This design comes from an exercise in tuning for small area and a short achievable clock period on the open sky130 flow, not from production work. At most, simulation tests tie the RTL to the original design; equivalence was not proved. Power and IR drop assume default switching activity.

// denise_top
module denise_top (
  input  wire         clk,
  input  wire         rst_n,
  input  wire  [8:0]  paddr,
  input  wire         psel,
  input  wire         penable,
  input  wire         pwrite,
  input  wire  [15:0] pwdata,
  output logic [15:0] prdata,
  output logic        pready,
  output logic        pslverr,
  output logic [11:0] rgb,
  output logic        pix_valid
);
Settings: LEC_CHECK=0, CAP_MARGIN=20, CORE_MARGIN=2, CORE_UTILIZATION=40, SETUP_SLACK_MARGIN=4.3, SLEW_MARGIN=20, SYNTH_HIERARCHICAL=1; clock period 7.0 ns.
run.sh (not shown) runs the stock make flow with config.mk's settings and CLKGATE_MAP_FILE= SYNTH_SCRIPT=/design/flow/synth_recipe.tcl, a recipe that flattens the netlist after the stock synthesis.
The first run went through all stages and came out clean.
Then changed:
- CTS_BUF_LIST: unset -> sky130_fd_sc_hd__clkbuf_8
- CTS_CLUSTER_SIZE: unset -> 16
After rerunning: The changed run ran to the end with no violations; sequential power hardly moves; worst setup slack improves by 0.024 ns; via count rises slightly; sequential cell count stays the same; combinational power decreases by a few percent; critical path depth is unchanged.
No run of this note included a check of the RTL's function; only the layout flow was run.

---

Setup of maple:
The RTL this note starts from:
==> flow/design.v <==
`default_nettype none
package denise_pkg;
  localparam int ADDR_W      = 9;
  localparam int DATA_W      = 16;
  localparam int RGB_W       = 12;
  localparam int COMP_W      = 4;
  localparam int NUM_PLANES  = 6;
  localparam int PLANE_SEL_W = 3;
  localparam int CLUT_DEPTH  = 32;
  localparam int CLUT_IDX_W  = 5;
  localparam int PIX_IDX_W   = 6;
  localparam int LINE_PIXELS = 16;
  localparam int PIX_CNT_W   = 4;
  localparam logic [ADDR_W-1:0] BPLCON0_ADDR = 9'h100;
  localparam logic [ADDR_W-1:0] BPLCON2_ADDR = 9'h104;
  localparam logic [ADDR_W-1:0] BPLDAT_BASE  = 9'h110;
  localparam logic [ADDR_W-1:0] COLOR_BASE   = 9'h180;
  localparam int BPU_W      = 3;
  localparam int BPU_LSB    = 12;
  localparam int DBLPF_BIT  = 10;
  localparam int PF2PRI_BIT = 6;
  typedef enum logic [2:0] {
    OP_NONE    = 3'd0,
    OP_BPLCON0 = 3'd1,
    OP_BPLCON2 = 3'd2,
    OP_BPLDAT  = 3'd3,
    OP_COLOR   = 3'd4,
    OP_BAD     = 3'd5
  } reg_op_e;
  typedef struct packed {
    logic [BPU_W-1:0] bpu;
    logic             dblpf;
    logic             pf2pri;
  } bplcon_t;
endpackage
`default_nettype wire
`timescale 1ns/10ps
`default_nettype none
module denise_top (
  input  wire         clk,
  input  wire         rst_n,
  input  wire  [8:0]  paddr,
  input  wire         psel,
  input  wire         penable,
  input  wire         pwrite,
  input  wire  [15:0] pwdata,
  output logic [15:0] prdata,
  output logic        pready,
  output logic        pslverr,
  output logic [11:0] rgb,
  output logic        pix_valid
);
  logic        is_con0, is_con2, is_bpl, is_col;
  logic [2:0]  bsel;
  logic        wsetup;
  logic [7:0]  chi;
  logic [3:0]  clo;
  logic [31:0] cdec;
  assign is_con0 = paddr == 9'h100;
  assign is_con2 = paddr == 9'h104;
  assign bsel    = paddr[3:1];
  assign is_bpl  = paddr[8:4] == 5'h11 && !paddr[0] && bsel < 3'd6;
  assign is_col  = paddr[8:6] == 3'b110 && !paddr[0];
  assign wsetup  = psel && !penable && pwrite;
  always_comb begin
    for (int j = 0; j < 8; j++) chi[j] = paddr[5:3] == 3'(j);
    for (int k = 0; k < 4; k++) clo[k] = paddr[2:1] == 2'(k);
    for (int i = 0; i < 32; i++) cdec[i] = chi[i/4] && clo[i%4];
  end
  logic        wbpl_q;
  logic        load_q;
  logic        wcon0_q;
  logic        wcon2_q;
  logic [31:0] wcol;
  logic [5:1]  wbpl;
  logic        wdec_bpl_nc, wdec_bpl_nc_n;
  logic [7:0]  wchi_q;
  logic [3:0]  wclo_q;
  always_ff @(posedge clk) begin
    for (int j = 0; j < 8; j++) wchi_q[j] <= wsetup && is_col && chi[j];
    wclo_q  <= clo;
    wbpl_q  <= wsetup && is_bpl && bsel != 3'd0;
    load_q  <= wsetup && is_bpl && bsel == 3'd0;
    wcon0_q <= wsetup && is_con0;
    wcon2_q <= wsetup && is_con2;
  end
  logic [31:0] wcol_n;
  logic [5:1]  wbpl_n;
  denise_wsel wsel_col (.hi(wchi_q), .lo(wclo_q), .y(wcol), .y_n(wcol_n));
  denise_wdec #(.N(6),  .W(3)) wdec_bpl (.en(wbpl_q), .a(paddr[3:1]), .y({wbpl, wdec_bpl_nc}), .y_n({wbpl_n, wdec_bpl_nc_n}));
  logic [2:0] bpu_q,    bpu_d;
  logic       dblpf_q,  dblpf_d;
  logic       pf2pri_q, pf2pri_d;
  always_comb begin
    bpu_d    = bpu_q;
    dblpf_d  = dblpf_q;
    pf2pri_d = pf2pri_q;
    if (wcon0_q) begin
      bpu_d   = pwdata[14:12];
      dblpf_d = pwdata[10];
    end
    if (wcon2_q) pf2pri_d = pwdata[6];
    if (!rst_n) begin
      bpu_d    = '0;
      dblpf_d  = 1'b0;
      pf2pri_d = 1'b0;
    end
  end
  always_ff @(posedge clk) begin
    bpu_q    <= bpu_d;
    dblpf_q  <= dblpf_d;
    pf2pri_q <= pf2pri_d;
  end
  logic [11:0]  clut [32];
  logic [383:0] clut_flat;
  always_ff @(posedge clk) begin
    for (int i = 0; i < 32; i++) begin
      clut[i] <= (pwdata[11:0] & {12{wcol[i]}}) | (clut[i] & {12{wcol_n[i]}});
    end
  end
  always_comb begin
    for (int i = 0; i < 32; i++) clut_flat[i*12 +: 12] = clut[i];
  end
  logic [11:0] rd_col;
  logic [14:0] rd_word;
  logic [14:0] prdata_q;
  logic        pslverr_q;
  logic        pready_q;
  denise_clut_rd rd_port (.tab(clut_flat), .sel(cdec), .q(rd_col));
  always_comb begin
    rd_word = {3'b000, rd_col & {12{is_col}}};
    if (is_con0) begin
      rd_word[14:12] = bpu_q;
      rd_word[10]    = rd_word[10] | dblpf_q;
    end
    if (is_con2) rd_word[6] = rd_word[6] | pf2pri_q;
  end
  always_ff @(posedge clk) begin
    pready_q  <= psel;
    pslverr_q <= !(is_con0 || is_con2 || is_col || (is_bpl && pwrite));
    prdata_q  <= rd_word;
  end
  assign pready  = pready_q;
  assign pslverr = pslverr_q;
  assign prdata  = {1'b0, prdata_q};
  logic [15:0] bpl_dat [1:5];
  logic [15:0] shift_q [6];
  logic [15:0] shift_d [6];
  logic [15:0] src     [6];
  logic        load;
  logic [3:0]  cnt_q;
  logic        active_q;
  assign load = load_q;
  always_ff @(posedge clk) begin
    for (int p = 1; p < 6; p++) begin
      bpl_dat[p] <= (pwdata & {16{wbpl[p]}}) | (bpl_dat[p] & {16{wbpl_n[p]}});
    end
  end
  always_comb begin
    src[0] = pwdata;
    for (int p = 1; p < 6; p++) src[p] = bpl_dat[p];
    for (int p = 0; p < 6; p++) begin
      if (load) shift_d[p] = src[p] & {16{3'(p) < bpu_q}};
      else      shift_d[p] = {shift_q[p][14:0], 1'b0};
    end
  end
  always_ff @(posedge clk) begin
    for (int p = 0; p < 6; p++) shift_q[p] <= shift_d[p];
  end
  always_ff @(posedge clk) begin
    if (!rst_n) begin
      active_q <= 1'b0;
      cnt_q    <= '0;
    end else if (load) begin
      active_q <= 1'b1;
      cnt_q    <= '0;
    end else if (active_q) begin
      cnt_q <= cnt_q + 1'b1;
      if (cnt_q == 4'd15) active_q <= 1'b0;
    end
  end
  logic [5:0]  b;
  logic [2:0]  pf1, pf2;
  logic [4:0]  idx_d;
  logic        ehb_d, ehb_q;
  always_comb begin
    for (int p = 0; p < 6; p++) b[p] = shift_d[p][15];
    pf1 = {b[4], b[2], b[0]};
    pf2 = {b[5], b[3], b[1]};
    ehb_d = 1'b0;
    if (!dblpf_d) begin
      idx_d = b[4:0];
      ehb_d = b[5] && bpu_d == 3'd6;
    end else if (pf2 != 3'd0 && (pf1 == 3'd0 || pf2pri_d)) begin
      idx_d = {2'b01, pf2};
    end else begin
      idx_d = {2'b00, pf1};
    end
  end
  logic [7:0] ihi_q;
  logic [3:0] ilo_q;
  always_ff @(posedge clk) begin
    for (int j = 0; j < 8; j++) ihi_q[j] <= idx_d[4:2] == 3'(j);
    for (int k = 0; k < 4; k++) ilo_q[k] <= idx_d[1:0] == 2'(k);
    ehb_q <= ehb_d;
  end
  logic [31:0] pdec;
  logic [11:0] look;
  logic [11:0] pix;
  logic [11:0] rgb_q;
  logic        pv_q;
  always_comb begin
    for (int i = 0; i < 32; i++) pdec[i] = ihi_q[i/4] && ilo_q[i%4];
  end
  denise_clut_rd pix_port (.tab(clut_flat), .sel(pdec), .q(look));
  always_comb begin
    if (ehb_q) pix = {1'b0, look[11:9], 1'b0, look[7:5], 1'b0, look[3:1]};
    else       pix = look;
  end
  always_ff @(posedge clk) begin
    if (!rst_n || !active_q) begin
      rgb_q <= '0;
    end else begin
      rgb_q <= pix;
    end
    pv_q <= rst_n && active_q;
  end
  assign rgb       = rgb_q;
  assign pix_valid = pv_q;
endmodule
module denise_wsel (
  input  wire  [7:0]  hi,
  input  wire  [3:0]  lo,
  output logic [31:0] y,
  output logic [31:0] y_n
);
  always_comb begin
    for (int i = 0; i < 32; i++) begin
      y[i]   = hi[i/4] && lo[i%4];
      y_n[i] = !(hi[i/4] && lo[i%4]);
    end
  end
endmodule
module denise_wdec #(
  parameter int N = 32,
  parameter int W = 5
) (
  input  wire          en,
  input  wire  [W-1:0] a,
  output logic [N-1:0] y,
  output logic [N-1:0] y_n
);
  always_comb begin
    for (int i = 0; i < N; i++) begin
      y[i]   = en && a == W'(i);
      y_n[i] = !en || a != W'(i);
    end
  end
endmodule
module denise_clut_rd (
  input  wire  [383:0] tab,
  input  wire  [31:0]  sel,
  output logic [11:0]  q
);
  logic [11:0] g [4];
  logic [11:0] n01, n23;
  for (genvar k = 0; k < 4; k++) begin : grp
    for (genvar c = 0; c < 12; c++) begin : bit_
      denise_or8 u_or8 (
        .d ({tab[(8*k+7)*12+c], tab[(8*k+6)*12+c], tab[(8*k+5)*12+c], tab[(8*k+4)*12+c],
             tab[(8*k+3)*12+c], tab[(8*k+2)*12+c], tab[(8*k+1)*12+c], tab[(8*k+0)*12+c]}),
        .s (sel[8*k +: 8]),
        .y (g[k][c])
      );
    end
  end
  for (genvar c = 0; c < 12; c++) begin : join_
    denise_nor2  u_n01 (.a(g[0][c]), .b(g[1][c]), .y(n01[c]));
    denise_nor2  u_n23 (.a(g[2][c]), .b(g[3][c]), .y(n23[c]));
    denise_nand2 u_q   (.a(n01[c]), .b(n23[c]), .y(q[c]));
  end
endmodule
module denise_or8 (
  input  wire  [7:0] d,
  input  wire  [7:0] s,
  output logic       y
);
  assign y = |(d & s);
endmodule
module denise_nor2 (
  input  wire  a,
  input  wire  b,
  output logic y
);
  assign y = !(a || b);
endmodule
module denise_nand2 (
  input  wire  a,
  input  wire  b,
  output logic y
);
  assign y = !(a && b);
endmodule
`default_nettype wire
export LEC_CHECK = 0
export CAP_MARGIN = 20
export CORE_MARGIN = 2
export CORE_UTILIZATION = 40
export CTS_BUF_LIST = sky130_fd_sc_hd__clkbuf_16
export CTS_CLUSTER_DIAMETER = 100
export CTS_CLUSTER_SIZE = 20
export PLACE_DENSITY = 0.8
export SETUP_SLACK_MARGIN = 4.5
export SLEW_MARGIN = 20
export SYNTH_HIERARCHICAL = 1
create_clock -name core_clock -period 7.0 [get_ports {clk}]
Here is what was changed in the inputs of juniper compared with maple.
Settings: PLACE_DENSITY no longer set, was 0.8.
==> comparison <==
NOTE number of non-clock buffers maple->juniper increased by more than 10%. juniper leaves more setup margin than maple. The more densely filled core belongs to juniper, not maple.

==> afterwards: timing with drivers on the ports <==
Ports are ideal in the flow. The routed layouts listed here were re-timed in OpenROAD. Step 1 assumes that a clkbuf_16 drives the clock port and a buf_2 every other input. Step 2 also shifts input and output timing later by t, the mid clock arrival at the registers, as if the neighbouring blocks saw the same clock. a / b / c = ideal / step 1 / step 2; a / b = the first two.
| run | shift t [ns] | setup slack, ns | worst hold slack (ns) | worst register clock-pin slew, ns |
|---|---|---|---|---|
| the first run of note 1 | 0.698 | 4.227 / 4.227 / 3.568 | 0.447 / 0.447 / 0.447 | 0.07 / 0.07 |
| the second run of note 1 | 0.755 | 4.251 / 4.274 / 3.519 | 0.446 / 0.446 / 0.446 | 0.07 / 0.07 |
| maple | 0.635 | 4.408 / 4.396 / 3.808 | 0.451 / 0.451 / 0.451 | 0.09 / 0.09 |
| juniper | 0.643 | 4.447 / 4.443 / 3.812 | 0.455 / 0.455 / 0.455 | 0.10 / 0.10 |
After both steps setup and hold are still met in every run listed. For the second run of note 1, which loses most, drivers alone change the setup slack by +0.023 ns; drivers and shift together by -0.732 ns.
